Context: an optimization exercise on an open-source flow, tuned for small area and a short achievable clock period. The choices shown serve that exercise and are no tape-out recipe. No functional check of the RTL was part of any run shown here. Power is estimated from default activity; no workload was simulated.

<file path="design/flow/design.v">
module jpeg_fb_writer #(
  parameter int unsigned       ADDR_W    = 32,
  parameter logic [ADDR_W-1:0] BASE_ADDR = 32'h0010_0000,
  parameter int unsigned       PIX_FMT   = 0
) (
  input  logic              clk,
  input  logic              reset,
  input  logic              in_valid_i,
  input  logic [15:0]       in_width_i,
  input  logic [15:0]       in_height_i,
  input  logic [15:0]       in_x_i,
  input  logic [15:0]       in_y_i,
  input  logic [7:0]        in_r_i,
  input  logic [7:0]        in_g_i,
  input  logic [7:0]        in_b_i,
  output logic              in_accept_o,
  output logic              wr_valid_o,
  output logic [ADDR_W-1:0] wr_addr_o,
  output logic [31:0]       wr_data_o,
  output logic [3:0]        wr_strb_o,
  input  logic              wr_ready_i,
  output logic              frame_done_o,
  output logic              busy_o,
  output logic [15:0]       crop_count_o,
  output logic              geom_err_o
);
  localparam int L = 8;   
  logic        active_q, start_pend_q, frame_done_q, busy_q, geom_err_q;
  logic        s1_valid_q, s1_crop_q, wr_valid_q, strb_q;
  logic [15:0] s1_x_q, s1_yn_q;
  logic [23:0] s1_rgb_q;
  logic [L-1:0]  wr_lo_q;
  logic          wr_c_q;
  logic [29:L]   wr_a_q, wr_b_q;
  logic [23:0] wr_rgb_q;
  logic [15:0] wn_q, w_q, h_q, col_q, row_q, crop_cnt_q;
  logic        en, accept, hs, use_latched, in_bounds, start_ok, wr_load;
  logic        idle, count, col_last, last, frame_end;
  logic        active_d, start_pend_d, wr_valid_d, s1_valid_d;
  logic [15:0] w_used, h_used;
  logic [L:0]  lo_sum;
  logic [29:L] hi_sum;
  assign en          = !wr_valid_q | wr_ready_i;
  assign accept      = en & in_valid_i;
  assign hs          = wr_valid_q & wr_ready_i;
  assign idle        = !active_q & !frame_done_q;
  assign use_latched = active_q | start_pend_q;
  assign w_q         = ~wn_q;
  assign w_used      = use_latched ? w_q : in_width_i;
  assign h_used      = use_latched ? h_q : in_height_i;
  assign in_bounds   = (in_x_i < w_used) & (in_y_i < h_used);
  assign start_ok    = accept & in_bounds & !use_latched;
  wire [15:0] yn = s1_yn_q;
  wire [15:0] wn = wn_q;
  wire [15:0] x  = s1_x_q;
  wire ms0, mc0;
  jfw_ha u_ms0 (.a(x[12]), .b(~(yn[0] | wn[12])), .s(ms0), .co(mc0));
  wire ms1, mc1;
  jfw_fa u_ms1 (.a(x[13]), .b(~(yn[0] | wn[13])), .c(~(yn[10] | wn[3])), .s(ms1), .co(mc1));
  wire ms2, mc2;
  jfw_ha u_ms2 (.a(~(yn[11] | wn[2])), .b(~(yn[12] | wn[1])), .s(ms2), .co(mc2));
  wire ms3, mc3;
  jfw_fa u_ms3 (.a(x[14]), .b(~(yn[0] | wn[14])), .c(~(yn[10] | wn[4])), .s(ms3), .co(mc3));
  wire ms4, mc4;
  jfw_fa u_ms4 (.a(~(yn[11] | wn[3])), .b(~(yn[12] | wn[2])), .c(~(yn[13] | wn[1])), .s(ms4), .co(mc4));
  wire ms5, mc5;
  jfw_ha u_ms5 (.a(~(yn[14] | wn[0])), .b(~(yn[1] | wn[13])), .s(ms5), .co(mc5));
  wire ms6, mc6;
  jfw_fa u_ms6 (.a(x[15]), .b(~(yn[0] | wn[15])), .c(~(yn[10] | wn[5])), .s(ms6), .co(mc6));
  wire ms7, mc7;
  jfw_fa u_ms7 (.a(~(yn[11] | wn[4])), .b(~(yn[12] | wn[3])), .c(~(yn[13] | wn[2])), .s(ms7), .co(mc7));
  wire ms8, mc8;
  jfw_fa u_ms8 (.a(~(yn[14] | wn[1])), .b(~(yn[15] | wn[0])), .c(~(yn[1] | wn[14])), .s(ms8), .co(mc8));
  wire ms9, mc9;
  jfw_ha u_ms9 (.a(~(yn[2] | wn[13])), .b(~(yn[3] | wn[12])), .s(ms9), .co(mc9));
  wire ms10, mc10;
  jfw_fa u_ms10 (.a(~(yn[10] | wn[6])), .b(~(yn[11] | wn[5])), .c(~(yn[12] | wn[4])), .s(ms10), .co(mc10));
  wire ms11, mc11;
  jfw_fa u_ms11 (.a(~(yn[13] | wn[3])), .b(~(yn[14] | wn[2])), .c(~(yn[15] | wn[1])), .s(ms11), .co(mc11));
  wire ms12, mc12;
  jfw_fa u_ms12 (.a(~(yn[1] | wn[15])), .b(~(yn[2] | wn[14])), .c(~(yn[3] | wn[13])), .s(ms12), .co(mc12));
  wire ms13, mc13;
  jfw_fa u_ms13 (.a(~(yn[10] | wn[7])), .b(~(yn[11] | wn[6])), .c(~(yn[12] | wn[5])), .s(ms13), .co(mc13));
  wire ms14, mc14;
  jfw_fa u_ms14 (.a(~(yn[13] | wn[4])), .b(~(yn[14] | wn[3])), .c(~(yn[15] | wn[2])), .s(ms14), .co(mc14));
  wire ms15, mc15;
  jfw_fa u_ms15 (.a(1'b1), .b(~(yn[10] | wn[8])), .c(~(yn[11] | wn[7])), .s(ms15), .co(mc15));
  wire ms16, mc16;
  jfw_ha u_ms16 (.a(~(yn[12] | wn[6])), .b(~(yn[13] | wn[5])), .s(ms16), .co(mc16));
  wire ms17, mc17;
  jfw_ha u_ms17 (.a(~(yn[10] | wn[9])), .b(~(yn[11] | wn[8])), .s(ms17), .co(mc17));
  wire ms18, mc18;
  jfw_ha u_ms18 (.a(x[8]), .b(~(yn[0] | wn[8])), .s(ms18), .co(mc18));
  wire ms19, mc19;
  jfw_fa u_ms19 (.a(x[9]), .b(~(yn[0] | wn[9])), .c(~(yn[1] | wn[8])), .s(ms19), .co(mc19));
  wire ms20, mc20;
  jfw_ha u_ms20 (.a(~(yn[2] | wn[7])), .b(~(yn[3] | wn[6])), .s(ms20), .co(mc20));
  wire ms21, mc21;
  jfw_fa u_ms21 (.a(x[10]), .b(~(yn[0] | wn[10])), .c(~(yn[10] | wn[0])), .s(ms21), .co(mc21));
  wire ms22, mc22;
  jfw_fa u_ms22 (.a(~(yn[1] | wn[9])), .b(~(yn[2] | wn[8])), .c(~(yn[3] | wn[7])), .s(ms22), .co(mc22));
  wire ms23, mc23;
  jfw_ha u_ms23 (.a(~(yn[4] | wn[6])), .b(~(yn[5] | wn[5])), .s(ms23), .co(mc23));
  wire ms24, mc24;
  jfw_fa u_ms24 (.a(x[11]), .b(~(yn[0] | wn[11])), .c(~(yn[10] | wn[1])), .s(ms24), .co(mc24));
  wire ms25, mc25;
  jfw_fa u_ms25 (.a(~(yn[11] | wn[0])), .b(~(yn[1] | wn[10])), .c(~(yn[2] | wn[9])), .s(ms25), .co(mc25));
  wire ms26, mc26;
  jfw_fa u_ms26 (.a(~(yn[3] | wn[8])), .b(~(yn[4] | wn[7])), .c(~(yn[5] | wn[6])), .s(ms26), .co(mc26));
  wire ms27, mc27;
  jfw_ha u_ms27 (.a(~(yn[6] | wn[5])), .b(~(yn[7] | wn[4])), .s(ms27), .co(mc27));
  wire ms28, mc28;
  jfw_fa u_ms28 (.a(~(yn[10] | wn[2])), .b(~(yn[11] | wn[1])), .c(~(yn[12] | wn[0])), .s(ms28), .co(mc28));
  wire ms29, mc29;
  jfw_fa u_ms29 (.a(~(yn[1] | wn[11])), .b(~(yn[2] | wn[10])), .c(~(yn[3] | wn[9])), .s(ms29), .co(mc29));
  wire ms30, mc30;
  jfw_fa u_ms30 (.a(~(yn[4] | wn[8])), .b(~(yn[5] | wn[7])), .c(~(yn[6] | wn[6])), .s(ms30), .co(mc30));
  wire ms31, mc31;
  jfw_fa u_ms31 (.a(~(yn[7] | wn[5])), .b(~(yn[8] | wn[4])), .c(~(yn[9] | wn[3])), .s(ms31), .co(mc31));
  wire ms32, mc32;
  jfw_fa u_ms32 (.a(~(yn[13] | wn[0])), .b(~(yn[1] | wn[12])), .c(~(yn[2] | wn[11])), .s(ms32), .co(mc32));
  wire ms33, mc33;
  jfw_fa u_ms33 (.a(~(yn[3] | wn[10])), .b(~(yn[4] | wn[9])), .c(~(yn[5] | wn[8])), .s(ms33), .co(mc33));
  wire ms34, mc34;
  jfw_fa u_ms34 (.a(~(yn[6] | wn[7])), .b(~(yn[7] | wn[6])), .c(~(yn[8] | wn[5])), .s(ms34), .co(mc34));
  wire ms35, mc35;
  jfw_fa u_ms35 (.a(~(yn[9] | wn[4])), .b(mc0), .c(ms2), .s(ms35), .co(mc35));
  wire ms36, mc36;
  jfw_fa u_ms36 (.a(~(yn[2] | wn[12])), .b(~(yn[3] | wn[11])), .c(~(yn[4] | wn[10])), .s(ms36), .co(mc36));
  wire ms37, mc37;
  jfw_fa u_ms37 (.a(~(yn[5] | wn[9])), .b(~(yn[6] | wn[8])), .c(~(yn[7] | wn[7])), .s(ms37), .co(mc37));
  wire ms38, mc38;
  jfw_fa u_ms38 (.a(~(yn[8] | wn[6])), .b(~(yn[9] | wn[5])), .c(mc2), .s(ms38), .co(mc38));
  wire ms39, mc39;
  jfw_fa u_ms39 (.a(ms5), .b(mc1), .c(ms3), .s(ms39), .co(mc39));
  wire ms40, mc40;
  jfw_fa u_ms40 (.a(~(yn[4] | wn[11])), .b(~(yn[5] | wn[10])), .c(~(yn[6] | wn[9])), .s(ms40), .co(mc40));
  wire ms41, mc41;
  jfw_fa u_ms41 (.a(~(yn[7] | wn[8])), .b(~(yn[8] | wn[7])), .c(~(yn[9] | wn[6])), .s(ms41), .co(mc41));
  wire ms42, mc42;
  jfw_fa u_ms42 (.a(mc5), .b(ms9), .c(mc3), .s(ms42), .co(mc42));
  wire ms43, mc43;
  jfw_fa u_ms43 (.a(mc4), .b(ms6), .c(ms7), .s(ms43), .co(mc43));
  wire ms44, mc44;
  jfw_fa u_ms44 (.a(~(yn[4] | wn[12])), .b(~(yn[5] | wn[11])), .c(~(yn[6] | wn[10])), .s(ms44), .co(mc44));
  wire ms45, mc45;
  jfw_fa u_ms45 (.a(~(yn[7] | wn[9])), .b(~(yn[8] | wn[8])), .c(~(yn[9] | wn[7])), .s(ms45), .co(mc45));
  wire ms46, mc46;
  jfw_fa u_ms46 (.a(mc9), .b(mc6), .c(mc7), .s(ms46), .co(mc46));
  wire ms47, mc47;
  jfw_fa u_ms47 (.a(mc8), .b(ms10), .c(ms11), .s(ms47), .co(mc47));
  wire ms48, mc48;
  jfw_fa u_ms48 (.a(~(yn[2] | wn[15])), .b(~(yn[3] | wn[14])), .c(~(yn[4] | wn[13])), .s(ms48), .co(mc48));
  wire ms49, mc49;
  jfw_fa u_ms49 (.a(~(yn[5] | wn[12])), .b(~(yn[6] | wn[11])), .c(~(yn[7] | wn[10])), .s(ms49), .co(mc49));
  wire ms50, mc50;
  jfw_fa u_ms50 (.a(~(yn[8] | wn[9])), .b(~(yn[9] | wn[8])), .c(mc10), .s(ms50), .co(mc50));
  wire ms51, mc51;
  jfw_fa u_ms51 (.a(mc11), .b(mc12), .c(ms13), .s(ms51), .co(mc51));
  wire ms52, mc52;
  jfw_fa u_ms52 (.a(~(yn[14] | wn[4])), .b(~(yn[15] | wn[3])), .c(~(yn[3] | wn[15])), .s(ms52), .co(mc52));
  wire ms53, mc53;
  jfw_fa u_ms53 (.a(~(yn[4] | wn[14])), .b(~(yn[5] | wn[13])), .c(~(yn[6] | wn[12])), .s(ms53), .co(mc53));
  wire ms54, mc54;
  jfw_fa u_ms54 (.a(~(yn[7] | wn[11])), .b(~(yn[8] | wn[10])), .c(~(yn[9] | wn[9])), .s(ms54), .co(mc54));
  wire ms55, mc55;
  jfw_fa u_ms55 (.a(ms16), .b(mc13), .c(mc14), .s(ms55), .co(mc55));
  wire ms56, mc56;
  jfw_fa u_ms56 (.a(~(yn[12] | wn[7])), .b(~(yn[13] | wn[6])), .c(~(yn[14] | wn[5])), .s(ms56), .co(mc56));
  wire ms57, mc57;
  jfw_fa u_ms57 (.a(~(yn[15] | wn[4])), .b(~(yn[4] | wn[15])), .c(~(yn[5] | wn[14])), .s(ms57), .co(mc57));
  wire ms58, mc58;
  jfw_fa u_ms58 (.a(~(yn[6] | wn[13])), .b(~(yn[7] | wn[12])), .c(~(yn[8] | wn[11])), .s(ms58), .co(mc58));
  wire ms59, mc59;
  jfw_fa u_ms59 (.a(~(yn[9] | wn[10])), .b(mc16), .c(ms17), .s(ms59), .co(mc59));
  wire ms60, mc60;
  jfw_fa u_ms60 (.a(~(yn[10] | wn[10])), .b(~(yn[11] | wn[9])), .c(~(yn[12] | wn[8])), .s(ms60), .co(mc60));
  wire ms61, mc61;
  jfw_fa u_ms61 (.a(~(yn[13] | wn[7])), .b(~(yn[14] | wn[6])), .c(~(yn[15] | wn[5])), .s(ms61), .co(mc61));
  wire ms62, mc62;
  jfw_fa u_ms62 (.a(~(yn[5] | wn[15])), .b(~(yn[6] | wn[14])), .c(~(yn[7] | wn[13])), .s(ms62), .co(mc62));
  wire ms63, mc63;
  jfw_ha u_ms63 (.a(~(yn[8] | wn[12])), .b(~(yn[9] | wn[11])), .s(ms63), .co(mc63));
  wire ms64, mc64;
  jfw_fa u_ms64 (.a(~(yn[10] | wn[11])), .b(~(yn[11] | wn[10])), .c(~(yn[12] | wn[9])), .s(ms64), .co(mc64));
  wire ms65, mc65;
  jfw_fa u_ms65 (.a(~(yn[13] | wn[8])), .b(~(yn[14] | wn[7])), .c(~(yn[15] | wn[6])), .s(ms65), .co(mc65));
  wire ms66, mc66;
  jfw_ha u_ms66 (.a(~(yn[6] | wn[15])), .b(~(yn[7] | wn[14])), .s(ms66), .co(mc66));
  wire ms67, mc67;
  jfw_fa u_ms67 (.a(~(yn[10] | wn[12])), .b(~(yn[11] | wn[11])), .c(~(yn[12] | wn[10])), .s(ms67), .co(mc67));
  wire ms68, mc68;
  jfw_ha u_ms68 (.a(~(yn[13] | wn[9])), .b(~(yn[14] | wn[8])), .s(ms68), .co(mc68));
  wire ms69, mc69;
  jfw_ha u_ms69 (.a(~(yn[10] | wn[13])), .b(~(yn[11] | wn[12])), .s(ms69), .co(mc69));
  wire ms70, mc70;
  jfw_ha u_ms70 (.a(x[5]), .b(~(yn[0] | wn[5])), .s(ms70), .co(mc70));
  wire ms71, mc71;
  jfw_fa u_ms71 (.a(x[6]), .b(~(yn[0] | wn[6])), .c(~(yn[1] | wn[5])), .s(ms71), .co(mc71));
  wire ms72, mc72;
  jfw_ha u_ms72 (.a(~(yn[2] | wn[4])), .b(~(yn[3] | wn[3])), .s(ms72), .co(mc72));
  wire ms73, mc73;
  jfw_fa u_ms73 (.a(x[7]), .b(~(yn[0] | wn[7])), .c(~(yn[1] | wn[6])), .s(ms73), .co(mc73));
  wire ms74, mc74;
  jfw_fa u_ms74 (.a(~(yn[2] | wn[5])), .b(~(yn[3] | wn[4])), .c(~(yn[4] | wn[3])), .s(ms74), .co(mc74));
  wire ms75, mc75;
  jfw_ha u_ms75 (.a(~(yn[5] | wn[2])), .b(~(yn[6] | wn[1])), .s(ms75), .co(mc75));
  wire ms76, mc76;
  jfw_fa u_ms76 (.a(~(yn[1] | wn[7])), .b(~(yn[2] | wn[6])), .c(~(yn[3] | wn[5])), .s(ms76), .co(mc76));
  wire ms77, mc77;
  jfw_fa u_ms77 (.a(~(yn[4] | wn[4])), .b(~(yn[5] | wn[3])), .c(~(yn[6] | wn[2])), .s(ms77), .co(mc77));
  wire ms78, mc78;
  jfw_fa u_ms78 (.a(~(yn[7] | wn[1])), .b(~(yn[8] | wn[0])), .c(ms18), .s(ms78), .co(mc78));
  wire ms79, mc79;
  jfw_fa u_ms79 (.a(~(yn[4] | wn[5])), .b(~(yn[5] | wn[4])), .c(~(yn[6] | wn[3])), .s(ms79), .co(mc79));
  wire ms80, mc80;
  jfw_fa u_ms80 (.a(~(yn[7] | wn[2])), .b(~(yn[8] | wn[1])), .c(~(yn[9] | wn[0])), .s(ms80), .co(mc80));
  wire ms81, mc81;
  jfw_fa u_ms81 (.a(mc18), .b(ms20), .c(ms19), .s(ms81), .co(mc81));
  wire ms82, mc82;
  jfw_fa u_ms82 (.a(~(yn[6] | wn[4])), .b(~(yn[7] | wn[3])), .c(~(yn[8] | wn[2])), .s(ms82), .co(mc82));
  wire ms83, mc83;
  jfw_fa u_ms83 (.a(~(yn[9] | wn[1])), .b(mc20), .c(ms23), .s(ms83), .co(mc83));
  wire ms84, mc84;
  jfw_fa u_ms84 (.a(mc19), .b(ms21), .c(ms22), .s(ms84), .co(mc84));
  wire ms85, mc85;
  jfw_fa u_ms85 (.a(~(yn[8] | wn[3])), .b(~(yn[9] | wn[2])), .c(mc23), .s(ms85), .co(mc85));
  wire ms86, mc86;
  jfw_fa u_ms86 (.a(ms27), .b(mc21), .c(mc22), .s(ms86), .co(mc86));
  wire ms87, mc87;
  jfw_fa u_ms87 (.a(ms24), .b(ms25), .c(ms26), .s(ms87), .co(mc87));
  wire ms88, mc88;
  jfw_fa u_ms88 (.a(mc27), .b(ms0), .c(mc24), .s(ms88), .co(mc88));
  wire ms89, mc89;
  jfw_fa u_ms89 (.a(mc25), .b(mc26), .c(ms28), .s(ms89), .co(mc89));
  wire ms90, mc90;
  jfw_fa u_ms90 (.a(ms29), .b(ms30), .c(ms31), .s(ms90), .co(mc90));
  wire ms91, mc91;
  jfw_fa u_ms91 (.a(mc28), .b(mc29), .c(mc30), .s(ms91), .co(mc91));
  wire ms92, mc92;
  jfw_fa u_ms92 (.a(mc31), .b(ms1), .c(ms32), .s(ms92), .co(mc92));
  wire ms93, mc93;
  jfw_fa u_ms93 (.a(ms33), .b(ms34), .c(ms35), .s(ms93), .co(mc93));
  wire ms94, mc94;
  jfw_fa u_ms94 (.a(mc32), .b(mc33), .c(mc34), .s(ms94), .co(mc94));
  wire ms95, mc95;
  jfw_fa u_ms95 (.a(ms36), .b(ms37), .c(ms4), .s(ms95), .co(mc95));
  wire ms96, mc96;
  jfw_fa u_ms96 (.a(mc35), .b(ms38), .c(ms39), .s(ms96), .co(mc96));
  wire ms97, mc97;
  jfw_fa u_ms97 (.a(mc36), .b(mc37), .c(ms40), .s(ms97), .co(mc97));
  wire ms98, mc98;
  jfw_fa u_ms98 (.a(ms41), .b(ms8), .c(mc38), .s(ms98), .co(mc98));
  wire ms99, mc99;
  jfw_fa u_ms99 (.a(mc39), .b(ms42), .c(ms43), .s(ms99), .co(mc99));
  wire ms100, mc100;
  jfw_fa u_ms100 (.a(mc40), .b(mc41), .c(ms12), .s(ms100), .co(mc100));
  wire ms101, mc101;
  jfw_fa u_ms101 (.a(ms44), .b(ms45), .c(mc42), .s(ms101), .co(mc101));
  wire ms102, mc102;
  jfw_fa u_ms102 (.a(mc43), .b(ms46), .c(ms47), .s(ms102), .co(mc102));
  wire ms103, mc103;
  jfw_fa u_ms103 (.a(mc44), .b(mc45), .c(ms14), .s(ms103), .co(mc103));
  wire ms104, mc104;
  jfw_fa u_ms104 (.a(ms48), .b(ms49), .c(mc46), .s(ms104), .co(mc104));
  wire ms105, mc105;
  jfw_fa u_ms105 (.a(mc47), .b(ms50), .c(ms51), .s(ms105), .co(mc105));
  wire ms106, mc106;
  jfw_fa u_ms106 (.a(mc48), .b(mc49), .c(ms15), .s(ms106), .co(mc106));
  wire ms107, mc107;
  jfw_fa u_ms107 (.a(ms52), .b(ms53), .c(ms54), .s(ms107), .co(mc107));
  wire ms108, mc108;
  jfw_fa u_ms108 (.a(mc50), .b(mc51), .c(ms55), .s(ms108), .co(mc108));
  wire ms109, mc109;
  jfw_fa u_ms109 (.a(mc15), .b(mc52), .c(mc53), .s(ms109), .co(mc109));
  wire ms110, mc110;
  jfw_fa u_ms110 (.a(mc54), .b(ms56), .c(ms57), .s(ms110), .co(mc110));
  wire ms111, mc111;
  jfw_fa u_ms111 (.a(ms58), .b(ms59), .c(mc55), .s(ms111), .co(mc111));
  wire ms112, mc112;
  jfw_fa u_ms112 (.a(mc17), .b(ms63), .c(mc56), .s(ms112), .co(mc112));
  wire ms113, mc113;
  jfw_fa u_ms113 (.a(mc57), .b(mc58), .c(ms60), .s(ms113), .co(mc113));
  wire ms114, mc114;
  jfw_fa u_ms114 (.a(ms61), .b(ms62), .c(mc59), .s(ms114), .co(mc114));
  wire ms115, mc115;
  jfw_fa u_ms115 (.a(~(yn[8] | wn[13])), .b(~(yn[9] | wn[12])), .c(mc63), .s(ms115), .co(mc115));
  wire ms116, mc116;
  jfw_fa u_ms116 (.a(ms66), .b(mc60), .c(mc61), .s(ms116), .co(mc116));
  wire ms117, mc117;
  jfw_fa u_ms117 (.a(mc62), .b(ms64), .c(ms65), .s(ms117), .co(mc117));
  wire ms118, mc118;
  jfw_fa u_ms118 (.a(~(yn[15] | wn[7])), .b(~(yn[7] | wn[15])), .c(~(yn[8] | wn[14])), .s(ms118), .co(mc118));
  wire ms119, mc119;
  jfw_fa u_ms119 (.a(~(yn[9] | wn[13])), .b(mc66), .c(ms68), .s(ms119), .co(mc119));
  wire ms120, mc120;
  jfw_fa u_ms120 (.a(mc64), .b(mc65), .c(ms67), .s(ms120), .co(mc120));
  wire ms121, mc121;
  jfw_fa u_ms121 (.a(~(yn[12] | wn[11])), .b(~(yn[13] | wn[10])), .c(~(yn[14] | wn[9])), .s(ms121), .co(mc121));
  wire ms122, mc122;
  jfw_fa u_ms122 (.a(~(yn[15] | wn[8])), .b(~(yn[8] | wn[15])), .c(~(yn[9] | wn[14])), .s(ms122), .co(mc122));
  wire ms123, mc123;
  jfw_fa u_ms123 (.a(mc68), .b(ms69), .c(mc67), .s(ms123), .co(mc123));
  wire ms124, mc124;
  jfw_fa u_ms124 (.a(~(yn[10] | wn[14])), .b(~(yn[11] | wn[13])), .c(~(yn[12] | wn[12])), .s(ms124), .co(mc124));
  wire ms125, mc125;
  jfw_fa u_ms125 (.a(~(yn[13] | wn[11])), .b(~(yn[14] | wn[10])), .c(~(yn[15] | wn[9])), .s(ms125), .co(mc125));
  wire ms126, mc126;
  jfw_ha u_ms126 (.a(~(yn[9] | wn[15])), .b(mc69), .s(ms126), .co(mc126));
  wire ms127, mc127;
  jfw_fa u_ms127 (.a(~(yn[10] | wn[15])), .b(~(yn[11] | wn[14])), .c(~(yn[12] | wn[13])), .s(ms127), .co(mc127));
  wire ms128, mc128;
  jfw_ha u_ms128 (.a(~(yn[13] | wn[12])), .b(~(yn[14] | wn[11])), .s(ms128), .co(mc128));
  wire ms129, mc129;
  jfw_ha u_ms129 (.a(~(yn[11] | wn[15])), .b(~(yn[12] | wn[14])), .s(ms129), .co(mc129));
  wire ms130, mc130;
  jfw_ha u_ms130 (.a(x[3]), .b(~(yn[0] | wn[3])), .s(ms130), .co(mc130));
  wire ms131, mc131;
  jfw_fa u_ms131 (.a(x[4]), .b(~(yn[0] | wn[4])), .c(~(yn[1] | wn[3])), .s(ms131), .co(mc131));
  wire ms132, mc132;
  jfw_ha u_ms132 (.a(~(yn[2] | wn[2])), .b(~(yn[3] | wn[1])), .s(ms132), .co(mc132));
  wire ms133, mc133;
  jfw_fa u_ms133 (.a(~(yn[1] | wn[4])), .b(~(yn[2] | wn[3])), .c(~(yn[3] | wn[2])), .s(ms133), .co(mc133));
  wire ms134, mc134;
  jfw_fa u_ms134 (.a(~(yn[4] | wn[1])), .b(~(yn[5] | wn[0])), .c(ms70), .s(ms134), .co(mc134));
  wire ms135, mc135;
  jfw_fa u_ms135 (.a(~(yn[4] | wn[2])), .b(~(yn[5] | wn[1])), .c(~(yn[6] | wn[0])), .s(ms135), .co(mc135));
  wire ms136, mc136;
  jfw_fa u_ms136 (.a(mc70), .b(ms72), .c(ms71), .s(ms136), .co(mc136));
  wire ms137, mc137;
  jfw_fa u_ms137 (.a(~(yn[7] | wn[0])), .b(mc72), .c(ms75), .s(ms137), .co(mc137));
  wire ms138, mc138;
  jfw_fa u_ms138 (.a(mc71), .b(ms73), .c(ms74), .s(ms138), .co(mc138));
  wire ms139, mc139;
  jfw_fa u_ms139 (.a(mc75), .b(mc73), .c(mc74), .s(ms139), .co(mc139));
  wire ms140, mc140;
  jfw_fa u_ms140 (.a(ms76), .b(ms77), .c(ms78), .s(ms140), .co(mc140));
  wire ms141, mc141;
  jfw_fa u_ms141 (.a(mc76), .b(mc77), .c(ms79), .s(ms141), .co(mc141));
  wire ms142, mc142;
  jfw_fa u_ms142 (.a(ms80), .b(mc78), .c(ms81), .s(ms142), .co(mc142));
  wire ms143, mc143;
  jfw_fa u_ms143 (.a(mc79), .b(mc80), .c(ms82), .s(ms143), .co(mc143));
  wire ms144, mc144;
  jfw_fa u_ms144 (.a(ms83), .b(mc81), .c(ms84), .s(ms144), .co(mc144));
  wire ms145, mc145;
  jfw_fa u_ms145 (.a(mc82), .b(mc83), .c(ms85), .s(ms145), .co(mc145));
  wire ms146, mc146;
  jfw_fa u_ms146 (.a(mc84), .b(ms86), .c(ms87), .s(ms146), .co(mc146));
  wire ms147, mc147;
  jfw_fa u_ms147 (.a(mc85), .b(mc86), .c(mc87), .s(ms147), .co(mc147));
  wire ms148, mc148;
  jfw_fa u_ms148 (.a(ms88), .b(ms89), .c(ms90), .s(ms148), .co(mc148));
  wire ms149, mc149;
  jfw_fa u_ms149 (.a(mc88), .b(mc89), .c(mc90), .s(ms149), .co(mc149));
  wire ms150, mc150;
  jfw_fa u_ms150 (.a(ms91), .b(ms92), .c(ms93), .s(ms150), .co(mc150));
  wire ms151, mc151;
  jfw_fa u_ms151 (.a(mc91), .b(mc92), .c(ms94), .s(ms151), .co(mc151));
  wire ms152, mc152;
  jfw_fa u_ms152 (.a(ms95), .b(mc93), .c(ms96), .s(ms152), .co(mc152));
  wire ms153, mc153;
  jfw_fa u_ms153 (.a(mc94), .b(mc95), .c(ms97), .s(ms153), .co(mc153));
  wire ms154, mc154;
  jfw_fa u_ms154 (.a(ms98), .b(mc96), .c(ms99), .s(ms154), .co(mc154));
  wire ms155, mc155;
  jfw_fa u_ms155 (.a(mc97), .b(mc98), .c(ms100), .s(ms155), .co(mc155));
  wire ms156, mc156;
  jfw_fa u_ms156 (.a(ms101), .b(mc99), .c(ms102), .s(ms156), .co(mc156));
  wire ms157, mc157;
  jfw_fa u_ms157 (.a(mc100), .b(ms103), .c(mc101), .s(ms157), .co(mc157));
  wire ms158, mc158;
  jfw_fa u_ms158 (.a(ms104), .b(mc102), .c(ms105), .s(ms158), .co(mc158));
  wire ms159, mc159;
  jfw_fa u_ms159 (.a(mc103), .b(ms106), .c(ms107), .s(ms159), .co(mc159));
  wire ms160, mc160;
  jfw_fa u_ms160 (.a(mc104), .b(mc105), .c(ms108), .s(ms160), .co(mc160));
  wire ms161, mc161;
  jfw_fa u_ms161 (.a(mc106), .b(mc107), .c(ms109), .s(ms161), .co(mc161));
  wire ms162, mc162;
  jfw_fa u_ms162 (.a(ms110), .b(mc108), .c(ms111), .s(ms162), .co(mc162));
  wire ms163, mc163;
  jfw_fa u_ms163 (.a(mc109), .b(mc110), .c(ms112), .s(ms163), .co(mc163));
  wire ms164, mc164;
  jfw_fa u_ms164 (.a(ms113), .b(mc111), .c(ms114), .s(ms164), .co(mc164));
  wire ms165, mc165;
  jfw_fa u_ms165 (.a(ms115), .b(mc112), .c(mc113), .s(ms165), .co(mc165));
  wire ms166, mc166;
  jfw_fa u_ms166 (.a(ms116), .b(ms117), .c(mc114), .s(ms166), .co(mc166));
  wire ms167, mc167;
  jfw_fa u_ms167 (.a(ms118), .b(mc115), .c(ms119), .s(ms167), .co(mc167));
  wire ms168, mc168;
  jfw_fa u_ms168 (.a(mc116), .b(mc117), .c(ms120), .s(ms168), .co(mc168));
  wire ms169, mc169;
  jfw_fa u_ms169 (.a(mc118), .b(ms121), .c(ms122), .s(ms169), .co(mc169));
  wire ms170, mc170;
  jfw_fa u_ms170 (.a(mc119), .b(mc120), .c(ms123), .s(ms170), .co(mc170));
  wire ms171, mc171;
  jfw_fa u_ms171 (.a(mc121), .b(mc122), .c(ms126), .s(ms171), .co(mc171));
  wire ms172, mc172;
  jfw_fa u_ms172 (.a(ms124), .b(ms125), .c(mc123), .s(ms172), .co(mc172));
  wire ms173, mc173;
  jfw_fa u_ms173 (.a(~(yn[15] | wn[10])), .b(ms128), .c(mc124), .s(ms173), .co(mc173));
  wire ms174, mc174;
  jfw_fa u_ms174 (.a(mc125), .b(mc126), .c(ms127), .s(ms174), .co(mc174));
  wire ms175, mc175;
  jfw_fa u_ms175 (.a(~(yn[13] | wn[13])), .b(~(yn[14] | wn[12])), .c(~(yn[15] | wn[11])), .s(ms175), .co(mc175));
  wire ms176, mc176;
  jfw_fa u_ms176 (.a(mc128), .b(ms129), .c(mc127), .s(ms176), .co(mc176));
  wire ms177, mc177;
  jfw_fa u_ms177 (.a(~(yn[12] | wn[15])), .b(~(yn[13] | wn[14])), .c(~(yn[14] | wn[13])), .s(ms177), .co(mc177));
  wire ms178, mc178;
  jfw_ha u_ms178 (.a(~(yn[15] | wn[12])), .b(mc129), .s(ms178), .co(mc178));
  wire ms179, mc179;
  jfw_ha u_ms179 (.a(~(yn[13] | wn[15])), .b(~(yn[14] | wn[14])), .s(ms179), .co(mc179));
  wire ms180, mc180;
  jfw_ha u_ms180 (.a(x[2]), .b(~(yn[0] | wn[2])), .s(ms180), .co(mc180));
  wire ms181, mc181;
  jfw_fa u_ms181 (.a(~(yn[1] | wn[2])), .b(~(yn[2] | wn[1])), .c(~(yn[3] | wn[0])), .s(ms181), .co(mc181));
  wire ms182, mc182;
  jfw_fa u_ms182 (.a(~(yn[4] | wn[0])), .b(mc130), .c(ms132), .s(ms182), .co(mc182));
  wire ms183, mc183;
  jfw_fa u_ms183 (.a(mc132), .b(mc131), .c(ms133), .s(ms183), .co(mc183));
  wire ms184, mc184;
  jfw_fa u_ms184 (.a(mc133), .b(ms135), .c(mc134), .s(ms184), .co(mc184));
  wire ms185, mc185;
  jfw_fa u_ms185 (.a(mc135), .b(ms137), .c(mc136), .s(ms185), .co(mc185));
  wire ms186, mc186;
  jfw_fa u_ms186 (.a(mc137), .b(mc138), .c(ms139), .s(ms186), .co(mc186));
  wire ms187, mc187;
  jfw_fa u_ms187 (.a(mc139), .b(ms141), .c(mc140), .s(ms187), .co(mc187));
  wire ms188, mc188;
  jfw_fa u_ms188 (.a(mc141), .b(ms143), .c(mc142), .s(ms188), .co(mc188));
  wire ms189, mc189;
  jfw_fa u_ms189 (.a(mc143), .b(ms145), .c(mc144), .s(ms189), .co(mc189));
  wire ms190, mc190;
  jfw_fa u_ms190 (.a(mc145), .b(mc146), .c(ms147), .s(ms190), .co(mc190));
  wire ms191, mc191;
  jfw_fa u_ms191 (.a(mc147), .b(mc148), .c(ms149), .s(ms191), .co(mc191));
  wire ms192, mc192;
  jfw_fa u_ms192 (.a(mc149), .b(ms151), .c(mc150), .s(ms192), .co(mc192));
  wire ms193, mc193;
  jfw_fa u_ms193 (.a(mc151), .b(ms153), .c(mc152), .s(ms193), .co(mc193));
  wire ms194, mc194;
  jfw_fa u_ms194 (.a(mc153), .b(ms155), .c(mc154), .s(ms194), .co(mc194));
  wire ms195, mc195;
  jfw_fa u_ms195 (.a(mc155), .b(ms157), .c(mc156), .s(ms195), .co(mc195));
  wire ms196, mc196;
  jfw_fa u_ms196 (.a(ms159), .b(mc157), .c(mc158), .s(ms196), .co(mc196));
  wire ms197, mc197;
  jfw_fa u_ms197 (.a(mc159), .b(ms161), .c(mc160), .s(ms197), .co(mc197));
  wire ms198, mc198;
  jfw_fa u_ms198 (.a(mc161), .b(ms163), .c(mc162), .s(ms198), .co(mc198));
  wire ms199, mc199;
  jfw_fa u_ms199 (.a(mc163), .b(ms165), .c(mc164), .s(ms199), .co(mc199));
  wire ms200, mc200;
  jfw_fa u_ms200 (.a(ms167), .b(mc165), .c(mc166), .s(ms200), .co(mc200));
  wire ms201, mc201;
  jfw_fa u_ms201 (.a(ms169), .b(mc167), .c(mc168), .s(ms201), .co(mc201));
  wire ms202, mc202;
  jfw_fa u_ms202 (.a(mc169), .b(ms171), .c(mc170), .s(ms202), .co(mc202));
  wire ms203, mc203;
  jfw_fa u_ms203 (.a(mc171), .b(ms173), .c(ms174), .s(ms203), .co(mc203));
  wire ms204, mc204;
  jfw_fa u_ms204 (.a(ms175), .b(mc173), .c(mc174), .s(ms204), .co(mc204));
  wire ms205, mc205;
  jfw_fa u_ms205 (.a(mc175), .b(ms178), .c(ms177), .s(ms205), .co(mc205));
  wire ms206, mc206;
  jfw_fa u_ms206 (.a(~(yn[15] | wn[13])), .b(ms179), .c(mc177), .s(ms206), .co(mc206));
  wire ms207, mc207;
  jfw_ha u_ms207 (.a(~(yn[14] | wn[15])), .b(~(yn[15] | wn[14])), .s(ms207), .co(mc207));
  wire ms208, mc208;
  jfw_ha u_ms208 (.a(x[1]), .b(~(yn[0] | wn[1])), .s(ms208), .co(mc208));
  wire ms209, mc209;
  jfw_fa u_ms209 (.a(~(yn[1] | wn[1])), .b(~(yn[2] | wn[0])), .c(ms180), .s(ms209), .co(mc209));
  wire ms210, mc210;
  jfw_fa u_ms210 (.a(mc180), .b(ms130), .c(ms181), .s(ms210), .co(mc210));
  wire ms211, mc211;
  jfw_fa u_ms211 (.a(mc181), .b(ms131), .c(ms182), .s(ms211), .co(mc211));
  wire ms212, mc212;
  jfw_fa u_ms212 (.a(mc182), .b(ms134), .c(ms183), .s(ms212), .co(mc212));
  wire ms213, mc213;
  jfw_fa u_ms213 (.a(mc183), .b(ms136), .c(ms184), .s(ms213), .co(mc213));
  wire ms214, mc214;
  jfw_fa u_ms214 (.a(ms138), .b(mc184), .c(ms185), .s(ms214), .co(mc214));
  wire ms215, mc215;
  jfw_fa u_ms215 (.a(ms140), .b(mc185), .c(ms186), .s(ms215), .co(mc215));
  wire ms216, mc216;
  jfw_fa u_ms216 (.a(mc186), .b(ms142), .c(ms187), .s(ms216), .co(mc216));
  wire ms217, mc217;
  jfw_fa u_ms217 (.a(ms144), .b(mc187), .c(ms188), .s(ms217), .co(mc217));
  wire ms218, mc218;
  jfw_fa u_ms218 (.a(ms146), .b(mc188), .c(ms189), .s(ms218), .co(mc218));
  wire ms219, mc219;
  jfw_fa u_ms219 (.a(ms148), .b(mc189), .c(ms190), .s(ms219), .co(mc219));
  wire ms220, mc220;
  jfw_fa u_ms220 (.a(ms150), .b(mc190), .c(ms191), .s(ms220), .co(mc220));
  wire ms221, mc221;
  jfw_fa u_ms221 (.a(mc191), .b(ms152), .c(ms192), .s(ms221), .co(mc221));
  wire ms222, mc222;
  jfw_fa u_ms222 (.a(ms154), .b(mc192), .c(ms193), .s(ms222), .co(mc222));
  wire ms223, mc223;
  jfw_fa u_ms223 (.a(ms156), .b(mc193), .c(ms194), .s(ms223), .co(mc223));
  wire ms224, mc224;
  jfw_fa u_ms224 (.a(ms158), .b(mc194), .c(ms195), .s(ms224), .co(mc224));
  wire ms225, mc225;
  jfw_fa u_ms225 (.a(ms160), .b(mc195), .c(ms196), .s(ms225), .co(mc225));
  wire ms226, mc226;
  jfw_fa u_ms226 (.a(ms162), .b(mc196), .c(ms197), .s(ms226), .co(mc226));
  wire ms227, mc227;
  jfw_fa u_ms227 (.a(ms164), .b(mc197), .c(ms198), .s(ms227), .co(mc227));
  wire ms228, mc228;
  jfw_fa u_ms228 (.a(ms166), .b(mc198), .c(ms199), .s(ms228), .co(mc228));
  wire ms229, mc229;
  jfw_fa u_ms229 (.a(ms168), .b(mc199), .c(ms200), .s(ms229), .co(mc229));
  wire ms230, mc230;
  jfw_fa u_ms230 (.a(ms170), .b(mc200), .c(ms201), .s(ms230), .co(mc230));
  wire ms231, mc231;
  jfw_fa u_ms231 (.a(ms172), .b(mc201), .c(ms202), .s(ms231), .co(mc231));
  wire ms232, mc232;
  jfw_fa u_ms232 (.a(mc172), .b(ms203), .c(mc202), .s(ms232), .co(mc232));
  wire ms233, mc233;
  jfw_fa u_ms233 (.a(ms176), .b(mc203), .c(ms204), .s(ms233), .co(mc233));
  wire ms234, mc234;
  jfw_fa u_ms234 (.a(mc176), .b(ms205), .c(mc204), .s(ms234), .co(mc234));
  wire ms235, mc235;
  jfw_fa u_ms235 (.a(mc178), .b(mc205), .c(ms206), .s(ms235), .co(mc235));
  wire ms236, mc236;
  jfw_fa u_ms236 (.a(mc179), .b(ms207), .c(mc206), .s(ms236), .co(mc236));
  wire [29:0] mra = {mc235, mc234, mc233, mc232, mc231, mc230, mc229, mc228, mc227, mc226, mc225, mc224, mc223, mc222, mc221, mc220, mc219, mc218, mc217, mc216, mc215, mc214, mc213, mc212, mc211, mc210, mc209, mc208, ms208, x[0]};
  wire [29:0] mrb = {ms236, ms235, ms234, ms233, ms232, ms231, ms230, ms229, ms228, ms227, ms226, ms225, ms224, ms223, ms222, ms221, ms220, ms219, ms218, ms217, ms216, ms215, ms214, ms213, ms212, ms211, ms210, ms209, ~(yn[1] | wn[0]), ~(yn[0] | wn[0])};
  assign lo_sum      = {1'b0, mra[L-1:0]} + {1'b0, mrb[L-1:0]};
  assign wr_load     = en & s1_valid_q & !s1_crop_q;
  assign s1_valid_d  = en ? in_valid_i : s1_valid_q;
  assign wr_valid_d  = en ? (s1_valid_q & !s1_crop_q) : wr_valid_q;
  assign count       = active_q & hs;
  assign col_last    = col_q == 16'd1;
  assign last        = col_last & (row_q == 16'd1);
  assign frame_end   = count & last;
  assign active_d     = (idle & (start_pend_q | start_ok)) | (active_q & !frame_end);
  assign start_pend_d = frame_done_q & start_ok;
  always_ff @(posedge clk) begin
    if (en) begin
      s1_x_q    <= in_x_i;
      s1_yn_q   <= ~in_y_i;
      s1_rgb_q  <= {in_r_i, in_g_i, in_b_i};
      s1_crop_q <= !in_bounds;
    end
    if (wr_load) begin
      wr_lo_q  <= lo_sum[L-1:0];
      wr_c_q   <= lo_sum[L];
      wr_a_q   <= mra[29:L];
      wr_b_q   <= mrb[29:L];
      wr_rgb_q <= s1_rgb_q;
    end
    if (start_ok) begin
      wn_q  <= ~in_width_i;
      h_q   <= in_height_i;
      col_q <= w_used;
      row_q <= in_height_i;
    end else if (count) begin
      col_q <= col_last ? w_used : col_q - 16'd1;
      if (col_last) row_q <= row_q - 16'd1;
    end
  end
  always_ff @(posedge clk) begin
    if (!reset) begin
      active_q     <= 1'b0;
      start_pend_q <= 1'b0;
      frame_done_q <= 1'b0;
      busy_q       <= 1'b0;
      geom_err_q   <= 1'b0;
      s1_valid_q   <= 1'b0;
      wr_valid_q   <= 1'b0;
      strb_q       <= 1'b0;
      crop_cnt_q   <= '0;
    end else begin
      active_q     <= active_d;
      start_pend_q <= start_pend_d;
      frame_done_q <= frame_end;
      busy_q       <= active_d | frame_end | s1_valid_d | wr_valid_d | start_pend_d;
      if (active_q & accept & ((in_width_i != w_q) | (in_height_i != h_q)))
        geom_err_q <= 1'b1;
      s1_valid_q   <= s1_valid_d;
      wr_valid_q   <= wr_valid_d;
      if (wr_load) strb_q <= 1'b1;
      if (start_ok)
        crop_cnt_q <= 16'd0;
      else if (en & s1_valid_q & s1_crop_q & (crop_cnt_q != 16'hFFFF))
        crop_cnt_q <= crop_cnt_q + 16'd1;
    end
  end
  jfw_cpa_hi u_hi (.a(wr_a_q), .b(wr_b_q), .ci(wr_c_q), .s(hi_sum));
  jfw_accept u_acc (.wr_valid(wr_valid_q), .wr_ready(wr_ready_i), .accept(in_accept_o));
  assign wr_valid_o   = wr_valid_q;
  assign wr_addr_o    = strb_q ? {hi_sum, wr_lo_q, 2'b00} : 32'd0;
  assign wr_data_o    = strb_q ? {8'h00, wr_rgb_q} : 32'd0;
  assign wr_strb_o    = {4{strb_q}};
  assign frame_done_o = frame_done_q;
  assign busy_o       = busy_q;
  assign crop_count_o = crop_cnt_q;
  assign geom_err_o   = geom_err_q;
endmodule
module jfw_cpa_hi (input logic [29:8] a, b, input logic ci, output logic [29:8] s);
  logic [30-8:0] t;
  assign t = {a, 1'b1} + {b, ci};
  assign s = t[30-8:1];
endmodule
module jfw_accept (input logic wr_valid, wr_ready, output logic accept);
  assign accept = !wr_valid | wr_ready;
endmodule
module jfw_fa (input logic a, b, c, output logic s, co);
  assign s  = a ^ b ^ c;
  assign co = (a & b) | (c & (a ^ b));
endmodule
module jfw_ha (input logic a, b, output logic s, co);
  assign s  = a ^ b;
  assign co = a & b;
endmodule
</file>
<file path="design/flow/flow/run.sh">
#!/bin/bash
# Own layout flow: the standard flow, with plain buf_1 cells as the port buffers
# (instead of the delay-cell buffer the resizer picks by default). Every port still gets
# its own buffer. The full make output goes to std_flow.log in the work folder.
set -euo pipefail
export BUFFER_PORTS_ARGS="-buffer_cell sky130_fd_sc_hd__buf_1"
bash standard.sh finish > std_flow.log 2>&1
</file>
<file path="design/flow/standard.sh">
#!/bin/bash
# synth_recipe.tcl (not shown) runs the flow's synth.tcl, then flattens the netlist and writes it again
# the make line also repeats each setting of config.mk as NAME=value (left out here)
make -C /OpenROAD-flow-scripts/flow DESIGN_CONFIG=/design/flow/config.mk WORK_HOME=/design/flow/orfs CLKGATE_MAP_FILE= SYNTH_SCRIPT=/design/flow/synth_recipe.tcl "${@:-finish}"
</file>
<file path="design/flow/config.mk">
export PLATFORM = sky130hd
export DESIGN_NAME = jpeg_fb_writer
export DESIGN_NICKNAME = jpeg_fb_writer
export VERILOG_FILES = /design/flow/design.v
export SDC_FILE = /design/flow/constraint.sdc
export NUM_CORES = 4
export LEC_CHECK = 0
export CAP_MARGIN = 20
export CORE_MARGIN = 2
export CORE_UTILIZATION = 40
export SETUP_SLACK_MARGIN = 4.3
export SLEW_MARGIN = 20
export SYNTH_HIERARCHICAL = 1
</file>
<file path="design/flow/constraint.sdc">
create_clock -name core_clock -period 9.0 [get_ports {clk}]
set_input_delay 1.8000 -clock core_clock [delete_from_list [all_inputs] [get_ports {clk}]]
set_output_delay 1.8000 -clock core_clock [all_outputs]
set_load 0.01 [all_outputs]
</file>
==> impl_results.md, run 1 <==
* R2R Path Start: wn_q[4]
* Yosys cell types at 60
* Layout area overhead at 11.59%
* Post-Place Cells at 2092
* CTS sink cnt at 222
* Finished Cell Area at between 0.015 and 0.02 mm²
* I/O Buffers at 170
* Setup crit end kind: primary output
* Drt drc at 0
* Via count at 11280
* Crit Path Class: reg2out
* Max-cap check violation count at 0
* Final Routed Wirelength at 42.38 mm
* Asr flop ratio synth at 0%
* CP max FO at 3
* Wire length per cell at 19.74 µm
* Min-Delay Path Class: reg2reg
* Hold depth at 0
* First-pass GRT wire length at 67.08 mm
* Fmax at 217.0 MHz
* Synth warn at 7
* Largest net degree at the start of global routing at 65
* Max VDD drop at 157.1 µV
* Width of the die at ~210 µm
* Post-DP Area at 0.01805 mm²
* Vias in the first global route at 12050
* Vias/cell at 5.254
* Largest area contributor in the synthesized netlist: edfxtp_1
* Core box area at 0.04204 mm²
* Crit path launch: wr_a_q[8]
* Synth Register Bits at about 220
* Depth of the CTS H-tree at 1
* Final min period at 4.607 ns
* RSZ-0062 raised after global routing: true
* Hold_sp: s1_rgb_q[0]
* Nets at 1982
* Static leakage power at just under 8 nW
* Detailed Route Iter0 Violations at 639
* Fin. max-slew vios at 0
* Worst Path Required at between 7 and 8 ns
* Outcome: timing/DRC/antenna clean
* GRT overflow at 0
* I/O pin cnt at 181
* R2R Path End: wr_b_q[16]
* Number of flops mapped to enable cells by yosys at 198
* Layout cell share with drive strength beyond 1 at 6.729%
* Clock slew at reported path FFs at 0.06 ns
* R2R setup slack at ~4.7 ns
* Post-Syn Area at 0.01708 mm²
* DIE AREA at around 0.044 mm²
* Root Driver: clkbuf_16
* CTS tree: done
* Total CTS buffers at 26
* Sequential area share after synthesis at between 30% and 40%
* Worst-margin pin slew at 0.9570 ns
* Initial antenna violation count at 6
* Hold endpoint: wr_rgb_q[0]
* PwrDens at 263.1 mW/mm²
* Slew margin rel. at 36.20%
* # setup viols final at 0
* Critical path arrival at 2.81 ns
* DRT Pass-1 Iters at 5
* Critical path launch point type: register
* Final Hold Violating Endpoints at 0
* Hpwl dp at 31.63 mm
* FP Rows at 75
* Die Ht at between 200 and 250 µm
* Routed Antenna Nets at 0
* Setup TNS at 0 ns
* Cell Count, Final, Fillers Out at between 2000 and 2500
* Global-route usage over all layers at between 15 and 20%
* Cell count after synthesis at 1465
* R2R cell count at 7
* Max Root-Sink Buffers at 3
* Largest cells by area after synthesis: edfxtp_1 35%, fa_1 25%, ha_1 6.7%
* Clock latency on the worst-skew pair at roughly 0.56 ns
* Synthesized area per cell at 11.66 µm²
* Final worst path period share at 51.19%
* # hold bufs at CTS at 0
* Global placement routability congestion at 0.9157
* Max Clock Skew at 0.01592 ns
* Dominant synthesized flop cell: edfxtp_1
* Yosys top cell area share at 34.81%
* Initial Util at between 40% and 50%
[layout make-up]
| type | count | area [µm²] |
|---|---|---|
| diodes | 3 | 7.507 |
| clock buffers | 31 | 669.4 |
| clock inverters | 15 | 180.2 |
| fillers | 3933 | 22980 |
| inverters | 51 | 191.4 |
| multi-input cells | 1100 | 10150 |
| flip-flops and latches | 222 | 6427 |
| well taps | 539 | 674.4 |
| repair buffers | 186 | 762.0 |
[worst max path at each step]
stage	slack (ns)	cells after the start	to
finish	4.39	10	wr_addr_o[28]
global route	4.21	11	wr_addr_o[18]
CTS	4.26	11	wr_addr_o[25]
detailed placement	3.85	9	col_q[9]
global placement	3.95	9	col_q[12]
floorplan	4.31	3	wr_a_q[10]
[metal layers]
layer / part of all wire [%] / wire length (µm) / up-vias / GRT usage, %
met4: 1.8 / 757 / 6 / 4.444
met5: 0.080 / 34 / - / 0
met1: 43 / 18310 / 5691 / 26.22
li1: - / - / 5148 / -
met2: 48 / 20180 / 375 / 32.87
met3: 7.3 / 3099 / 60 / 3.747
[modules after synthesis, one instance, submodules excluded]
module	flip-flops and latches	cells inside	cell area [µm²]
jfw_cpa_hi	0	149	1090
jfw_accept	0	1	6.256
jfw_fa	0	1	20.02
jpeg_fb_writer	222	1078	11440
jfw_ha	0	1	12.51
[per-stage QoR]
stage	power, W	utilization [%]	hold slack (ns)	setup slack, ns
after floorplan	0.003271	-	0.4003	4.311
after global placement	0.003846	42.95	0.4004	3.947
after detailed placement	0.003927	42.95	0.4045	3.853
after CTS	0.005027	45.12	0.4185	4.258
after global routing	0.005434	45.33	0.4230	4.211
final	0.005016	45.35	0.4172	4.393
[state kept, by name (all words and copies together), names as in the netlist, 8 cells and up]
signal,cells
col_q,16
s1_x_q,16
row_q,16
wr_rgb_q,24
wn_q,16
wr_lo_q,8
wr_a_q,22
crop_cnt_q,16
s1_yn_q,16
wr_b_q,22
s1_rgb_q,24
h_q,16
[kinds of logic after synthesis]
| family | Yosys count | synth area share (%) |
|---|---|---|
| AOI/OAI and AO/OA | 128 | 5.017 |
| xor gates and xnor gates | 100 | 5.127 |
| adders and majority gates | 303 | 31.51 |
| buffers and inverters | 152 | 3.889 |
| DFF | 222 | 37.62 |
| muxes | 48 | 3.106 |
| other | 2 | 0.04396 |
| and+or+nand+nor | 510 | 13.69 |
[cells in the final DEF, fill, tap and decap left out, types with 4 or more instances in the layout]
master and n:
a21o_1 16, a21oi_1 32, a21oi_2 4, a31oi_1 5, and2_1 56, and3_1 24
and4_1 6, buf_1 167, buf_4 16, clkbuf_1 5, clkbuf_16 26, clkinv_2 5
conb_1 11, dfxtp_1 23, edfxtp_1 198, fa_1 211, ha_1 85, ha_2 5
inv_1 51, mux2_2 8, mux2_4 8, mux2i_1 32, nand2_1 52, nand2b_1 6
nand3_1 17, nand4_1 19, nor2_1 285, nor2b_1 5, nor3_1 14, nor4_1 9
o211ai_1 6, o21a_1 7, o21ai_0 26, o21ai_1 7, xnor2_1 56, xor2_1 44
[synth_stat cells, drive strengths merged, types with 2 or more instances]
cell,number
o21bai,2
nand2,55
a21oi,38
a2111oi,2
xnor2,56
ha,91
nor2,285
a31o,3
a31oi,6
conb,2
o21ai,37
mux2,16
and3,24
clkbuf,71
and2,57
buf,30
nand2b,8
o211ai,6
nor3,14
fa,212
nor4,9
dfxtp,24
or2,2
nor2b,5
nand4,19
and4,6
or4,2
nand3,17
a211oi,2
inv,51
o21a,7
a21boi,2
mux2i,32
or3,2
xor2,44
edfxtp,198
a21o,16
[timing repair]
action / 4_1_cts / 5_1_grt
endpoints found under the setup margin: 5 / 24
gates resized for setup: 12 / 13
gates cloned: 0 / 0
buffers inserted: 1 / 5
pin swaps: 4 / 12
[where the power goes]
part / total, W / switching, W / internal, W
logic: 0.00236 / 0.00129 / 0.00107
clock network: 0.00105 / 0.000428 / 0.000618
registers: 0.00161 / 0.000147 / 0.00146
total: 0.00502 / 0.00187 / 0.00315
[critical path, cell delays in order, from the launching register on]
cell and delay, ns:
edfxtp_1 0.39, ha_1 0.30, a21o_1 0.21, a21oi_4 0.17, o21ai_4 0.11, a31oi_4 0.24, o21ai_4 0.10, a2111oi_4 0.31
xnor2_1 0.16, and2_1 0.14, buf_2 0.13
==> inputs of run 2 (changes only) <==
--- a/design/flow/config.mk
+++ b/design/flow/config.mk
@@ -10,3 +10,4 @@
 export CORE_UTILIZATION = 40
-export SETUP_SLACK_MARGIN = 4.3
+export CTS_BUF_LIST = sky130_fd_sc_hd__clkbuf_4 sky130_fd_sc_hd__clkbuf_8
+export SETUP_SLACK_MARGIN = 4.6
 export SLEW_MARGIN = 20
==> impl_results.md, run 2 <==
* Crit Path Class: reg2out
* DIE AREA at 0.04438 mm²
* Final min period at 4.618 ns
* Detailed Route Iter0 Violations at between 600 and 700
* Psw at 0.001908 W
* Asr flop ratio synth at 0%
* First-pass GRT wire length at 67.94 mm
* Finished Cell Area at 0.01928 mm²
* Sequential power share at 31.7%
* Yosys top cell area share at 34.81%
* RSZ-0062 raised after global routing: true
* Layout cell share with drive strength beyond 1 at 10.49%
* Cell count after synthesis at 1465
* Number of flops mapped to enable cells by yosys at 198
* Synth warn at 7
* Max Clock Skew at around 0.04 ns
* Global-route usage over all layers at roughly a fifth
* Fin. max-slew vios at 0
* Wire length per cell at 19.50 µm
* Routed wl met2 at 20.05 mm
* Initial antenna violation count at 3
* Sequential area share after synthesis at 37.62%
* Final Hold Violating Endpoints at 0
* Setup crit end kind: primary output
* Synth cell count leaders: 285 x nor2_1, 212 x fa_1, 198 x edfxtp_1
* Finished Core Util at 45.86%
* Largest cells by area after synthesis: edfxtp_1 35%, fa_1 25%, ha_1 6.7%
* Global placement routability congestion at 0.8572
* CTS sink cnt at 222
* Wl on met1 at 18.43 mm
* Hpwl dp at 31.38 mm
* Root Driver: clkbuf_8
* FP Rows at 75
* Post-synthesis mux area share at 3.106%
* Clock network fraction of total power at approximately a fifth
* Vias/cell at between 5 and 6
* Clock latency on the worst-skew pair at ~0.60 ns
* Sw frac at between 30 and 40%
* Max Root-Sink Buffers at 3
* Synthesized area per cell at roughly 12 µm²
* PwrDens at 261.4 mW/mm²
* Max-cap check violation count at 0
* Post-Synth XOR/XNOR Area at 5.127%
* CTS tree: done
* Core box area at 0.04204 mm²
* Vias in the first global route at 12410
* Internal power at 0.003132 W
* I/O pin cnt at 181
* Layout area overhead at 12.87%
* Slew margin rel. at 35.33%
* Final Hold Slack at roughly 0.41 ns
* I/O Buffers at 170
* Area share of fa/ha/maj cells after synthesis at 31.51%
* Largest family of logic cells by synthesized area: adder cells
* Outcome: timing/DRC/antenna clean
* Yosys cell types at 60
* Width of the die at 210.7 µm
* Min-Delay Path Class: reg2reg
* Static leakage power at 7.898 nW
* Compound-Gate Fraction of Synth Area at 5.017%
* Combinational group share of total power at 49.5%
* Largest net degree at the start of global routing at 65
* Largest area contributor in the synthesized netlist: edfxtp_1
* Dominant synthesized flop cell: edfxtp_1
* Final Routed Wirelength at 42.55 mm
* Top Registers: s1_rgb_q x24, wr_rgb_q x24
* Post-Syn Area at between 0.015 and 0.02 mm²
* GRT overflow at 0
* Synth Area in Simple Gates at 13.69%
* Clock slew at reported path FFs at around 0.05 ns
* Fmax at roughly 220 MHz
* Most common cell in the netlist: nor2_1
* Critical path arrival at approximately 2.8 ns
* Commonest non-fill, non-tap cell in the layout: nor2_1
* Via count at roughly 11000
* Worst Path Required at about 7.2 ns
* Initial Util at 40.63%
* Total CTS buffers at 41
* Post-DP Area at 0.01807 mm²
* Met3 WL at 2.999 mm
* Worst-margin pin slew at 0.9701 ns
* Max VDD drop at between 100 and 150 µV
* Nets at 2009
* Setup TNS at 0 ns
* # setup viols final at 0
* Final worst path period share at 51.32%
* Routed Antenna Nets at 0
* CP max FO at 3
* Die Ht at 210.7 µm
* Top Layer Used: met4
* Synth Register Bits at ~220
* # hold bufs at CTS at 0
* Depth of the CTS H-tree at 2
* Commonest non-fill, non-tap cells in the layout: 284 x nor2_1, 211 x fa_1, 198 x edfxtp_1, 153 x buf_1, 84 x ha_1
* Critical path launch point type: register
* DRT Pass-1 Iters at 5
* Drt drc at 0
## run 2: per-layer routing
layer	track usage, %	vias to the layer above
li1	-	5212
met2	32.86	380
met3	4.520	86
met4	6.144	0
met1	26.06	5800
met5	0	-
## run 2: worst max-delay path: stages, from the launching register on
cell	delay, ns
edfxtp_1	0.39
ha_1	0.31
a21o_1	0.21
a21oi_4	0.16
o21ai_4	0.09
a31oi_4	0.24
o21ai_4	0.10
a2111oi_4	0.33
xnor2_1	0.15
and2_1	0.13
buf_2	0.13
## run 2: kinds of logic (layout without fill, tap and decap cells)
| logic type | count (synthesis) | in the layout |
|---|---|---|
| compound gates | 128 | 128 |
| xor+xnor | 100 | 100 |
| fa+ha+maj | 303 | 303 |
| buf+inv | 152 | 318 |
| flops | 222 | 222 |
| mux | 48 | 48 |
| other cells | 2 | 14 |
| simple gates | 510 | 510 |
## run 2: power groups by stage
| stage | sequential, W | clock (W) | combinational, W |
|---|---|---|---|
| after detailed placement | 0.00161 | 0 | 0.00231 |
| after global placement | 0.00161 | 0 | 0.00226 |
| after floorplan | 0.00153 | 0 | 0.00175 |
| final | 0.00160 | 0.000946 | 0.00249 |
| after global routing | 0.00162 | 0.00102 | 0.00287 |
| after CTS | 0.00160 | 0.000982 | 0.00244 |
## run 2: path summary, 6_finish.rpt
path                         to  depth (start not counted)          from  slack, ns
setup / recovery  wr_addr_o[28]                         10     wr_a_q[8]       4.38
hold / removal     wr_rgb_q[12]                          0  s1_rgb_q[12]       0.41
setup reg to reg     wr_b_q[15]                          7      wn_q[14]       4.82
hold reg to reg    wr_rgb_q[12]                          0  s1_rgb_q[12]       0.41
## run 2: Yosys stat by module, one instance, submodules excluded
module          area (µm²)  cells
jpeg_fb_writer       11440   1078
jfw_cpa_hi            1090    149
jfw_fa               20.02      1
jfw_ha               12.51      1
jfw_accept           6.256      1
## run 2: repair_timing
item,in CTS,in global routing
pin swaps,23,10
endpoints found under the hold margin,0,0
setup buffers,7,9
endpoints found under the setup margin,79,81
cloned,1,0
resized for setup,48,19
## run 2: final cells by class
type / count / area [µm²]
inverter: 51 / 195.2
tap: 539 / 674.4
multi-input combinational: 1100 / 10280
clock buffer: 54 / 680.7
timing repair inverter: 1 / 7.507
antenna: 3 / 7.507
fill: 3946 / 22760
timing repair buffer: 197 / 907.1
sequential: 222 / 6427
clock inverter: 15 / 105.1
## run 2: per-stage QoR
stage / setup WS (ns) / instances / power, W
after floorplan: 4.339 / 1474 / 0.003273
after global placement: 3.835 / 2093 / 0.003868
after detailed placement: 3.820 / 2093 / 0.003920
after CTS: 4.303 / 2170 / 0.005024
after global routing: 4.206 / 2179 / 0.005505
final: 4.382 / 2182 / 0.005040
==> inputs of run 3 (changes only) <==
--- a/design/flow/design.v
+++ b/design/flow/design.v
@@ -592,3 +592,5 @@
   end
-  jfw_cpa_hi u_hi (.a(wr_a_q), .b(wr_b_q), .ci(wr_c_q), .s(hi_sum));
+  logic [30-8:0] hi_t;
+  assign hi_t   = {wr_a_q, 1'b1} + {wr_b_q, wr_c_q};
+  assign hi_sum = hi_t[30-8:1];
   jfw_accept u_acc (.wr_valid(wr_valid_q), .wr_ready(wr_ready_i), .accept(in_accept_o));
@@ -603,7 +605,2 @@
 endmodule
-module jfw_cpa_hi (input logic [29:8] a, b, input logic ci, output logic [29:8] s);
-  logic [30-8:0] t;
-  assign t = {a, 1'b1} + {b, ci};
-  assign s = t[30-8:1];
-endmodule
 module jfw_accept (input logic wr_valid, wr_ready, output logic accept);
--- a/design/flow/config.mk
+++ b/design/flow/config.mk
@@ -10,3 +10,2 @@
 export CORE_UTILIZATION = 40
-export CTS_BUF_LIST = sky130_fd_sc_hd__clkbuf_4 sky130_fd_sc_hd__clkbuf_8
 export SETUP_SLACK_MARGIN = 4.6
==> impl_results.md, run 3 <==
* Outcome: timing/DRC/antenna clean
* Commonest non-fill, non-tap cells in the layout: 301 x nor2_1, 211 x fa_1, 198 x edfxtp_1, 156 x buf_1, 87 x ha_1
* Largest area contributor in the synthesized netlist: edfxtp_1
* Worst Path Required at 7.20 ns
* Via count at 11500
* Commonest non-fill, non-tap cell in the layout: nor2_1
* Global-route usage over all layers at 19.28%
* CP max FO at 6
* Most common cell in the netlist: nor2_1
* Largest cells by area after synthesis: edfxtp_1 35%, fa_1 25%, ha_1 6.8%
* Min-Delay Path Class: reg2reg
* Yosys top cell area share at 35.28%
* Clock latency on the worst-skew pair at 0.59 ns
* Critical path, cell by cell: ha_1 -> o21a_1 -> nor2_1 -> or3_1 -> o21bai_4 -> o311a_4 -> xor2_1 -> and2_1 -> clkbuf_2
* Routed wl met2 at between 15 and 20 mm
* Max-cap check violation count at 0
* CTS sink cnt at roughly 220
* Final Hold Violating Endpoints at 0
* Worst-margin pin slew at 1.048 ns
* Core box area at 0.04176 mm²
* Setup TNS at 0 ns
* I/O pin cnt at ~180
* Initial Util at 40.35%
* Vias in the first global route at 11800
* Synth warn at 7
* CTS tree: done
* Largest net degree at the start of global routing at between 70 and 80
* Dominant synthesized flop cell: edfxtp_1
* Hold_sp: s1_rgb_q[11]
* FP Rows at 75
* Top Registers: s1_rgb_q x24, wr_rgb_q x24
* DRT Pass-1 Iters at 6
* Static leakage power at 7.719 nW
* Hold endpoint: wr_rgb_q[11]
* Nets at 2001
* Routed Antenna Nets at 0
* Synth Register Bits at between 200 and 250
* Cell Count, Final, Fillers Out at roughly 2200
* Synth cell count leaders: 302 x nor2_1, 212 x fa_1, 198 x edfxtp_1
* Synthesized area per cell at 11.53 µm²
* Largest family of logic cells by synthesized area: adder cells
* Yosys cell types at 63
* Initial antenna violation count at 1
* Fill cells at 3859
* Max Root-Sink Buffers at 3
* Fin. max-slew vios at 0
* R2R Path Start: wn_q[5]
* Wl on met1 at 17.85 mm
* Post-Place Cells at 2091
* Fmax at 204.8 MHz
* Hpwl dp at between 30 and 40 mm
* RSZ-0062 raised after global routing: true
* Post-Syn Area at ~0.017 mm²
* Die Ht at roughly 210 µm
* Compound-Gate Fraction of Synth Area at 6.007%
* Slew margin rel. at a little under a third
* Width of the die at around 210 µm
* Depth of the CTS H-tree at 1
* R2R Path End: wr_b_q[17]
* Sequential area share after synthesis at 38.13%
* PwrDens at 256.9 mW/mm²
* Clock slew at reported path FFs at 0.05 ns
* Hold depth at 0
* Synth Area in Simple Gates at between 10% and 20%
* Final min period at between 4 and 5 ns
* R2R setup slack at 4.69 ns
* # diodes at 0
* Final worst path period share at 54.25%
* Global placement routability congestion at about 0.85
* Root Driver: clkbuf_16
* Drt drc at 0
* DIE AREA at roughly 0.044 mm²
* Critical path arrival at 3.08 ns
* Top Layer Used: met5
* GRT overflow at 0
* Critical path launch point type: register
* Detailed Route Iter0 Violations at 806
* Cell count after synthesis at 1461
* Max Clock Skew at around 0.048 ns
* First-pass GRT wire length at roughly 66 mm
* Crit Path Class: reg2out
* Slowest-stage cell, CP: nor2_1
* Post-synthesis mux area share at roughly 2.1%
* Setup crit end kind: primary output
* Layout cell share with drive strength beyond 1 at 7.872%
* Total CTS buffers at 28
* Number of flops mapped to enable cells by yosys at 198
* Layout area overhead at 14.47%
* Vias/cell at 5.312
* # setup viols final at 0
* I/O Buffers at 170
* Critical path's largest stage delay at about 0.43 ns
* Final Routed Wirelength at 42.17 mm
* Asr flop ratio synth at 0%
* Post-Synth XOR/XNOR Area at 4.782%
* Max VDD drop at roughly 150 µV
* R2R cell count at 7
* Area share of fa/ha/maj cells after synthesis at 31.94%
* Met3 WL at 3.082 mm
* Wire length per cell at 19.48 µm
run 3: cell count changes after synthesis, sizes merged, moves of 4 or more:
cell    change
and3       -20
nand2b      -4
nor2       +18
o21ai      +11
a21oi      -12
o31ai       +4
xor2        -6
inv         +6
mux2       -15
and4        -5
and2       -10
a21o        +6
or3         +5
run 3: worst max-delay path by stage:
stage / depth (start not counted) / end / slack (ns) / start
after CTS: 10 / wr_addr_o[27] / 4.08 / wr_b_q[8]
after global placement: 10 / col_q[15] / 3.78 / in_width_i[5]
after floorplan: 8 / wr_addr_o[29] / 4.62 / wr_c_q
after global routing: 10 / wr_addr_o[27] / 4.00 / wr_c_q
after detailed placement: 10 / col_q[15] / 3.69 / in_width_i[5]
final: 9 / wr_addr_o[27] / 4.12 / wr_a_q[13]
run 3: per-module statistics from Yosys, one instance, submodules excluded:
module / flops+latches / cells / area (µm²)
jfw_accept: 0 / 1 / 6.256
jfw_fa: 0 / 1 / 20.02
jfw_ha: 0 / 1 / 12.51
jpeg_fb_writer: 222 / 1223 / 12300
run 3: stage by stage:
step / instance area (µm²) / util [%] / power, W / worst slack [ns] / hold slack, ns
5_1_grt: 19290 / 46.19 / 0.005370 / 4.005 / 0.4212
6_report: 19290 / 46.19 / 0.004955 / 4.118 / 0.4170
4_1_cts: 19040 / 45.59 / 0.004906 / 4.076 / 0.4181
3_5_place_dp: 17860 / 42.77 / 0.003689 / 3.690 / 0.4045
3_3_place_gp: 17860 / 42.77 / 0.003610 / 3.778 / 0.4004
2_1_floorplan: 16900 / - / 0.003100 / 4.619 / 0.4003
run 3: critical path, delay by kind of cell, from the launching register on:
family | cells | cell delay [ns]
AOI/OAI and AO/OA | 3 | 0.69
adders and majority gates | 1 | 0.40
buffers and inverters | 1 | 0.12
DFF | 1 | 0.37
xor gates and xnor gates | 1 | 0.14
and+or+nand+nor | 3 | 0.81
run 3: area by class of cell:
class,count,area (µm²),share of cell area [%]
Tap cell,539,674.4,3.496
Timing Repair Buffer,201,970.9,5.033
Sequential cell,222,6427,33.32
Clock buffer,35,747.0,3.872
Multi-Input combinational cell,1096,10090,52.33
Inverter,57,214.0,1.109
Clock inverter,15,161.4,0.8367
run 3: cell families after synthesis:
logic type,count (synthesis)
AO/OA/AOI/OAI,153
flip-flops,222
other,2
multiplexers,36
buffers and inverters,153
adder cells (fa/ha/maj),303
AND/OR/NAND/NOR,500
XOR/XNOR,92
run 3: power breakdown:
group          internal, W  switching (W)
registers          0.00145       0.000137
clock network     0.000647       0.000450
logic              0.00105        0.00122
run 3: what timing repair did:
action	in CTS	in global routing
gates resized for setup	48	33
setup buffers	9	14
hold buffers	0	0
gates cloned	0	1
pin swaps	16	21
endpoints found under the setup margin	68	33
run 3: layer usage:
layer | vias to the layer above | GRT usage [%]
met5 | - | 0
li1 | 5208 | -
met3 | 94 | 3.501
met4 | 2 | 5.961
met1 | 5756 | 25.53
met2 | 441 | 32.38

Setup slack of run 3, layout unchanged: 4.118 ns with ideal ports, 4.068 ns with driving cells assumed (clock clkbuf_16, inputs buf_2), 4.166 ns with port delays also shifted by the 0.615 ns mid clock arrival.
